From an optimization exercise on the open Yosys and OpenROAD flow, aimed at small area and a short achievable clock period; shortcuts taken in it are not production practice. Where RTL was checked, it was by simulation tests only, not by an equivalence proof against the original.

==> run a <==
// aes_round_core
module aes_round_core (
	input logic i_clk,
	input logic i_rst,
	input logic i_valid,
	input logic i_decrypt,
	input logic i_skip_mix,
	input aes_gf_pkg::aes_state_t i_state,
	output logic o_valid,
	output aes_gf_pkg::aes_state_t o_state
);
==> flow/config.mk <==
export PLATFORM = sky130hd
export DESIGN_NAME = aes_round_core
export DESIGN_NICKNAME = aes_round_core
export VERILOG_FILES = /design/flow/design.v
export SDC_FILE = /design/flow/constraint.sdc
export NUM_CORES = 4
export LEC_CHECK = 0
export CAP_MARGIN = 20
export CORE_MARGIN = 2
export CORE_UTILIZATION = 40
export SETUP_SLACK_MARGIN = 3.4
export SLEW_MARGIN = 20
==> flow/constraint.sdc <==
create_clock -name core_clock -period 5.5 [get_ports {i_clk}]
set_input_delay 1.1000 -clock core_clock [delete_from_list [all_inputs] [get_ports {i_clk}]]
set_output_delay 1.1000 -clock core_clock [all_outputs]
set_load 0.01 [all_outputs]
run.sh (not shown) runs the stock make flow with config.mk's settings and CLKGATE_MAP_FILE= SYNTH_SCRIPT=/design/flow/synth_recipe.tcl, a recipe that flattens the netlist after the stock synthesis.
==> inputs of run b, as changes to run a <==
--- a/flow/design.v
+++ b/flow/design.v
@@ -110,11 +110,10 @@
 	end
 endmodule
 module aes_sbox_lane #(
 	parameter bit CUT_IN = 1'b0,
 	parameter bit CUT_MID = 1'b0,
-	parameter bit CUT_D = 1'b0,
 	parameter bit CUT_INV = 1'b0,
 	parameter bit CUT_OUT = 1'b0
 ) (
 	input logic i_clk,
 	input logic i_decrypt,
@@ -133,12 +132,10 @@
 	logic dec_1;
 	aes_gf_pkg::gf_nibble_t a, b, c;
 	aes_gf_pkg::gf_nibble_t a_q, b_q, c_q;
 	logic dec_2;
 	aes_gf_pkg::gf_nibble_t d;
-	aes_gf_pkg::gf_nibble_t a_r, b_r, d_r;
-	logic dec_2r;
 	aes_gf_pkg::gf_byte_t inv;
 	aes_gf_pkg::gf_byte_t inv_q;
 	logic dec_3;
 	logic [10:1] t;
 	aes_gf_pkg::gf_byte_t out_enc;
@@ -197,35 +194,20 @@
 			assign c_q = c;
 			assign dec_2 = dec_1;
 		end
 	endgenerate
 	assign d = aes_gf_pkg::gf4_inv(c_q);
-	generate
-		if (CUT_D) begin : g_cut_d
-			always_ff @(posedge i_clk) begin
-				a_r <= a_q;
-				b_r <= b_q;
-				d_r <= d;
-				dec_2r <= dec_2;
-			end
-		end else begin : g_pass_d
-			assign a_r = a_q;
-			assign b_r = b_q;
-			assign d_r = d;
-			assign dec_2r = dec_2;
-		end
-	endgenerate
-	assign inv = {aes_gf_pkg::gf4_mul(d_r, b_r), aes_gf_pkg::gf4_mul(d_r, a_r)};
+	assign inv = {aes_gf_pkg::gf4_mul(d, b_q), aes_gf_pkg::gf4_mul(d, a_q)};
 	generate
 		if (CUT_INV) begin : g_cut_inv
 			always_ff @(posedge i_clk) begin
 				inv_q <= inv;
-				dec_3 <= dec_2r;
+				dec_3 <= dec_2;
 			end
 		end else begin : g_pass_inv
 			assign inv_q = inv;
-			assign dec_3 = dec_2r;
+			assign dec_3 = dec_2;
 		end
 	endgenerate
 	assign t[1] = inv_q[7] ^ inv_q[3];
 	assign t[2] = inv_q[6] ^ inv_q[4];
 	assign t[3] = inv_q[6] ^ inv_q[0];
@@ -293,16 +275,15 @@
 	output logic o_valid,
 	output aes_gf_pkg::aes_state_t o_state
 );
 	localparam int BW = 8;
 	localparam bit CUT_IN0 = 1'b0;
-	localparam bit CUT_IN = 1'b1;
+	localparam bit CUT_IN = 1'b0;
 	localparam bit CUT_MID = 1'b1;
-	localparam bit CUT_D = 1'b0;
 	localparam bit CUT_INV = 1'b1;
 	localparam bit CUT_OUT = 1'b0;
-	localparam int N_SB = int'(CUT_IN) + int'(CUT_MID) + int'(CUT_D) + int'(CUT_INV) + int'(CUT_OUT);
+	localparam int N_SB = int'(CUT_IN) + int'(CUT_MID) + int'(CUT_INV) + int'(CUT_OUT);
 	aes_gf_pkg::aes_state_t state_0;
 	aes_round_pkg::round_ctrl_t ctrl_0;
 	generate
 		if (CUT_IN0) begin : g_cut_in0
 			always_ff @(posedge i_clk) begin
@@ -332,49 +313,44 @@
 	for (genvar k = 0; k < 16; k++)
 	begin : g_lane
 		aes_sbox_lane #(
 			.CUT_IN(CUT_IN),
 			.CUT_MID(CUT_MID),
-			.CUT_D(CUT_D),
 			.CUT_INV(CUT_INV),
 			.CUT_OUT(CUT_OUT)
 		) u_lane (
 			.i_clk(i_clk),
 			.i_decrypt(ctrl_0.decrypt),
 			.i_byte_enc(src_fwd[(16-1-k)*BW +: BW]),
 			.i_byte_dec(src_inv[(16-1-k)*BW +: BW]),
 			.o_byte(lane_bytes[(16-1-k)*BW +: BW])
 		);
 	end
-	logic [N_SB:0] valid_d;
-	logic [N_SB:0] dec_d;
-	logic [N_SB:0] skip_d;
-	assign valid_d[0] = ctrl_0.valid;
-	assign dec_d[0] = ctrl_0.decrypt;
-	assign skip_d[0] = ctrl_0.skip_mix;
+	aes_round_pkg::round_ctrl_t ctrl_d [N_SB+1];
+	assign ctrl_d[0] = ctrl_0;
 	for (genvar i = 0; i < N_SB; i++)
 	begin : g_ctrl
 		always_ff @(posedge i_clk) begin
-			dec_d[i+1] <= dec_d[i];
-			skip_d[i+1] <= skip_d[i];
+			ctrl_d[i+1].decrypt <= ctrl_d[i].decrypt;
+			ctrl_d[i+1].skip_mix <= ctrl_d[i].skip_mix;
 			if (i_rst)
-				valid_d[i+1] <= 1'b0;
+				ctrl_d[i+1].valid <= 1'b0;
 			else
-				valid_d[i+1] <= valid_d[i];
+				ctrl_d[i+1].valid <= ctrl_d[i].valid;
 		end
 	end
 	aes_gf_pkg::aes_state_t mixed;
 	aes_column_mixer u_mixer (
-		.i_decrypt(dec_d[N_SB]),
-		.i_skip_mix(skip_d[N_SB]),
+		.i_decrypt(ctrl_d[N_SB].decrypt),
+		.i_skip_mix(ctrl_d[N_SB].skip_mix),
 		.i_bytes(lane_bytes),
 		.o_state(mixed)
 	);
 	always_ff @(posedge i_clk)
 	begin
 		o_state <= mixed;
 		if (i_rst)
 			o_valid <= 1'b0;
 		else
-			o_valid <= valid_d[N_SB];
+			o_valid <= ctrl_d[N_SB].valid;
 	end
 endmodule
--- a/flow/config.mk
+++ b/flow/config.mk
@@ -6,7 +6,7 @@
 export NUM_CORES = 4
 export LEC_CHECK = 0
 export CAP_MARGIN = 20
 export CORE_MARGIN = 2
 export CORE_UTILIZATION = 40
-export SETUP_SLACK_MARGIN = 3.4
+export SETUP_SLACK_MARGIN = 3.6
 export SLEW_MARGIN = 20
==> inputs of run c, as changes to run a <==
--- a/flow/design.v
+++ b/flow/design.v
@@ -110,11 +110,10 @@
 	end
 endmodule
 module aes_sbox_lane #(
 	parameter bit CUT_IN = 1'b0,
 	parameter bit CUT_MID = 1'b0,
-	parameter bit CUT_D = 1'b0,
 	parameter bit CUT_INV = 1'b0,
 	parameter bit CUT_OUT = 1'b0
 ) (
 	input logic i_clk,
 	input logic i_decrypt,
@@ -133,12 +132,10 @@
 	logic dec_1;
 	aes_gf_pkg::gf_nibble_t a, b, c;
 	aes_gf_pkg::gf_nibble_t a_q, b_q, c_q;
 	logic dec_2;
 	aes_gf_pkg::gf_nibble_t d;
-	aes_gf_pkg::gf_nibble_t a_r, b_r, d_r;
-	logic dec_2r;
 	aes_gf_pkg::gf_byte_t inv;
 	aes_gf_pkg::gf_byte_t inv_q;
 	logic dec_3;
 	logic [10:1] t;
 	aes_gf_pkg::gf_byte_t out_enc;
@@ -197,35 +194,20 @@
 			assign c_q = c;
 			assign dec_2 = dec_1;
 		end
 	endgenerate
 	assign d = aes_gf_pkg::gf4_inv(c_q);
-	generate
-		if (CUT_D) begin : g_cut_d
-			always_ff @(posedge i_clk) begin
-				a_r <= a_q;
-				b_r <= b_q;
-				d_r <= d;
-				dec_2r <= dec_2;
-			end
-		end else begin : g_pass_d
-			assign a_r = a_q;
-			assign b_r = b_q;
-			assign d_r = d;
-			assign dec_2r = dec_2;
-		end
-	endgenerate
-	assign inv = {aes_gf_pkg::gf4_mul(d_r, b_r), aes_gf_pkg::gf4_mul(d_r, a_r)};
+	assign inv = {aes_gf_pkg::gf4_mul(d, b_q), aes_gf_pkg::gf4_mul(d, a_q)};
 	generate
 		if (CUT_INV) begin : g_cut_inv
 			always_ff @(posedge i_clk) begin
 				inv_q <= inv;
-				dec_3 <= dec_2r;
+				dec_3 <= dec_2;
 			end
 		end else begin : g_pass_inv
 			assign inv_q = inv;
-			assign dec_3 = dec_2r;
+			assign dec_3 = dec_2;
 		end
 	endgenerate
 	assign t[1] = inv_q[7] ^ inv_q[3];
 	assign t[2] = inv_q[6] ^ inv_q[4];
 	assign t[3] = inv_q[6] ^ inv_q[0];
@@ -294,15 +276,14 @@
 	output aes_gf_pkg::aes_state_t o_state
 );
 	localparam int BW = 8;
 	localparam bit CUT_IN0 = 1'b0;
 	localparam bit CUT_IN = 1'b1;
-	localparam bit CUT_MID = 1'b1;
-	localparam bit CUT_D = 1'b0;
+	localparam bit CUT_MID = 1'b0;
 	localparam bit CUT_INV = 1'b1;
 	localparam bit CUT_OUT = 1'b0;
-	localparam int N_SB = int'(CUT_IN) + int'(CUT_MID) + int'(CUT_D) + int'(CUT_INV) + int'(CUT_OUT);
+	localparam int N_SB = int'(CUT_IN) + int'(CUT_MID) + int'(CUT_INV) + int'(CUT_OUT);
 	aes_gf_pkg::aes_state_t state_0;
 	aes_round_pkg::round_ctrl_t ctrl_0;
 	generate
 		if (CUT_IN0) begin : g_cut_in0
 			always_ff @(posedge i_clk) begin
@@ -332,49 +313,44 @@
 	for (genvar k = 0; k < 16; k++)
 	begin : g_lane
 		aes_sbox_lane #(
 			.CUT_IN(CUT_IN),
 			.CUT_MID(CUT_MID),
-			.CUT_D(CUT_D),
 			.CUT_INV(CUT_INV),
 			.CUT_OUT(CUT_OUT)
 		) u_lane (
 			.i_clk(i_clk),
 			.i_decrypt(ctrl_0.decrypt),
 			.i_byte_enc(src_fwd[(16-1-k)*BW +: BW]),
 			.i_byte_dec(src_inv[(16-1-k)*BW +: BW]),
 			.o_byte(lane_bytes[(16-1-k)*BW +: BW])
 		);
 	end
-	logic [N_SB:0] valid_d;
-	logic [N_SB:0] dec_d;
-	logic [N_SB:0] skip_d;
-	assign valid_d[0] = ctrl_0.valid;
-	assign dec_d[0] = ctrl_0.decrypt;
-	assign skip_d[0] = ctrl_0.skip_mix;
+	aes_round_pkg::round_ctrl_t ctrl_d [N_SB+1];
+	assign ctrl_d[0] = ctrl_0;
 	for (genvar i = 0; i < N_SB; i++)
 	begin : g_ctrl
 		always_ff @(posedge i_clk) begin
-			dec_d[i+1] <= dec_d[i];
-			skip_d[i+1] <= skip_d[i];
+			ctrl_d[i+1].decrypt <= ctrl_d[i].decrypt;
+			ctrl_d[i+1].skip_mix <= ctrl_d[i].skip_mix;
 			if (i_rst)
-				valid_d[i+1] <= 1'b0;
+				ctrl_d[i+1].valid <= 1'b0;
 			else
-				valid_d[i+1] <= valid_d[i];
+				ctrl_d[i+1].valid <= ctrl_d[i].valid;
 		end
 	end
 	aes_gf_pkg::aes_state_t mixed;
 	aes_column_mixer u_mixer (
-		.i_decrypt(dec_d[N_SB]),
-		.i_skip_mix(skip_d[N_SB]),
+		.i_decrypt(ctrl_d[N_SB].decrypt),
+		.i_skip_mix(ctrl_d[N_SB].skip_mix),
 		.i_bytes(lane_bytes),
 		.o_state(mixed)
 	);
 	always_ff @(posedge i_clk)
 	begin
 		o_state <= mixed;
 		if (i_rst)
 			o_valid <= 1'b0;
 		else
-			o_valid <= valid_d[N_SB];
+			o_valid <= ctrl_d[N_SB].valid;
 	end
 endmodule
--- a/flow/config.mk
+++ b/flow/config.mk
@@ -6,7 +6,7 @@
 export NUM_CORES = 4
 export LEC_CHECK = 0
 export CAP_MARGIN = 20
 export CORE_MARGIN = 2
 export CORE_UTILIZATION = 40
-export SETUP_SLACK_MARGIN = 3.4
+export SETUP_SLACK_MARGIN = 2.5
 export SLEW_MARGIN = 20
==> qor summary <==
item                                                                                     run b                            run c                            run a
Multi-input gate share of total cell area                                                0.609                            0.644                            0.629
Die Height                                                                              324 um                           298 um                           355 um
Number of cell rows                                                                        117                              107                              128
Aggregate global-route resource usage                                                    0.209                            0.199                            0.209
Average cell area after synthesis                                                     7.81 um2                         7.77 um2                         8.19 um2
Startpoint of the worst hold path                              g_lane[15].u_lane.dec_2$_DFF_P_  g_lane[15].u_lane.dec_1$_DFF_P_  g_lane[15].u_lane.dec_2$_DFF_P_
Run status                                                    no timing/DRC/antenna violations  no timing/DRC/antenna violations  no timing/DRC/antenna violations
Clk Latency, worst-skew pair                                                           0.64 ns                          0.58 ns                          0.65 ns
DR WL met3                                                                             6230 um                          5000 um                          9250 um
Share of synthesized cell area in and, or, nand and nor gates                            0.134                            0.185                            0.115
Die X-Extent                                                                            324 um                           298 um                           355 um
Largest net degree at the start of global routing                                           78                              141                              112
Nonclk inv count                                                                           146                               53                              116
Final-layout clock-cell area share                                                      0.0346                           0.0345                           0.0394
Function not checked in run b and run c: the RTL went through the layout flow alone.

## separate check: timing with driven ports
The flow's constraints put no driver on any port. The routed layouts listed below were extracted and timed again, unchanged, in two steps. Step 1 sets driving cells, clkbuf_16 on the clock port and buf_2 on the other inputs (assumed; they add their load-dependent delay and slew). Step 2 adds t to the input delays and takes it off the output delays; t is the mean of the earliest and latest rising clock arrival at the registers after step 1. Input paths then give back, and output paths get back, about the clock's delay inside the block. a / b / c = ideal / step 1 / step 2; a / b = the first two.
run	t, ns	setup WS [ns]	hold slack, ns	worst setup path after step 2	cell pins on the clock port's net
run a	0.708	2.337 / 2.337 / 2.337	0.320 / 0.320 / 0.320	register to register	1
run b	0.701	2.838 / 2.727 / 2.026	0.321 / 0.321 / 0.321	input to register	1
run c	0.639	2.512 / 2.512 / 2.260	0.323 / 0.323 / 0.323	input to register	1
After both steps every run listed still meets setup and hold. The setup slack of run b, which loses most, moves by -0.111 ns with the drivers and by -0.812 ns with both steps.
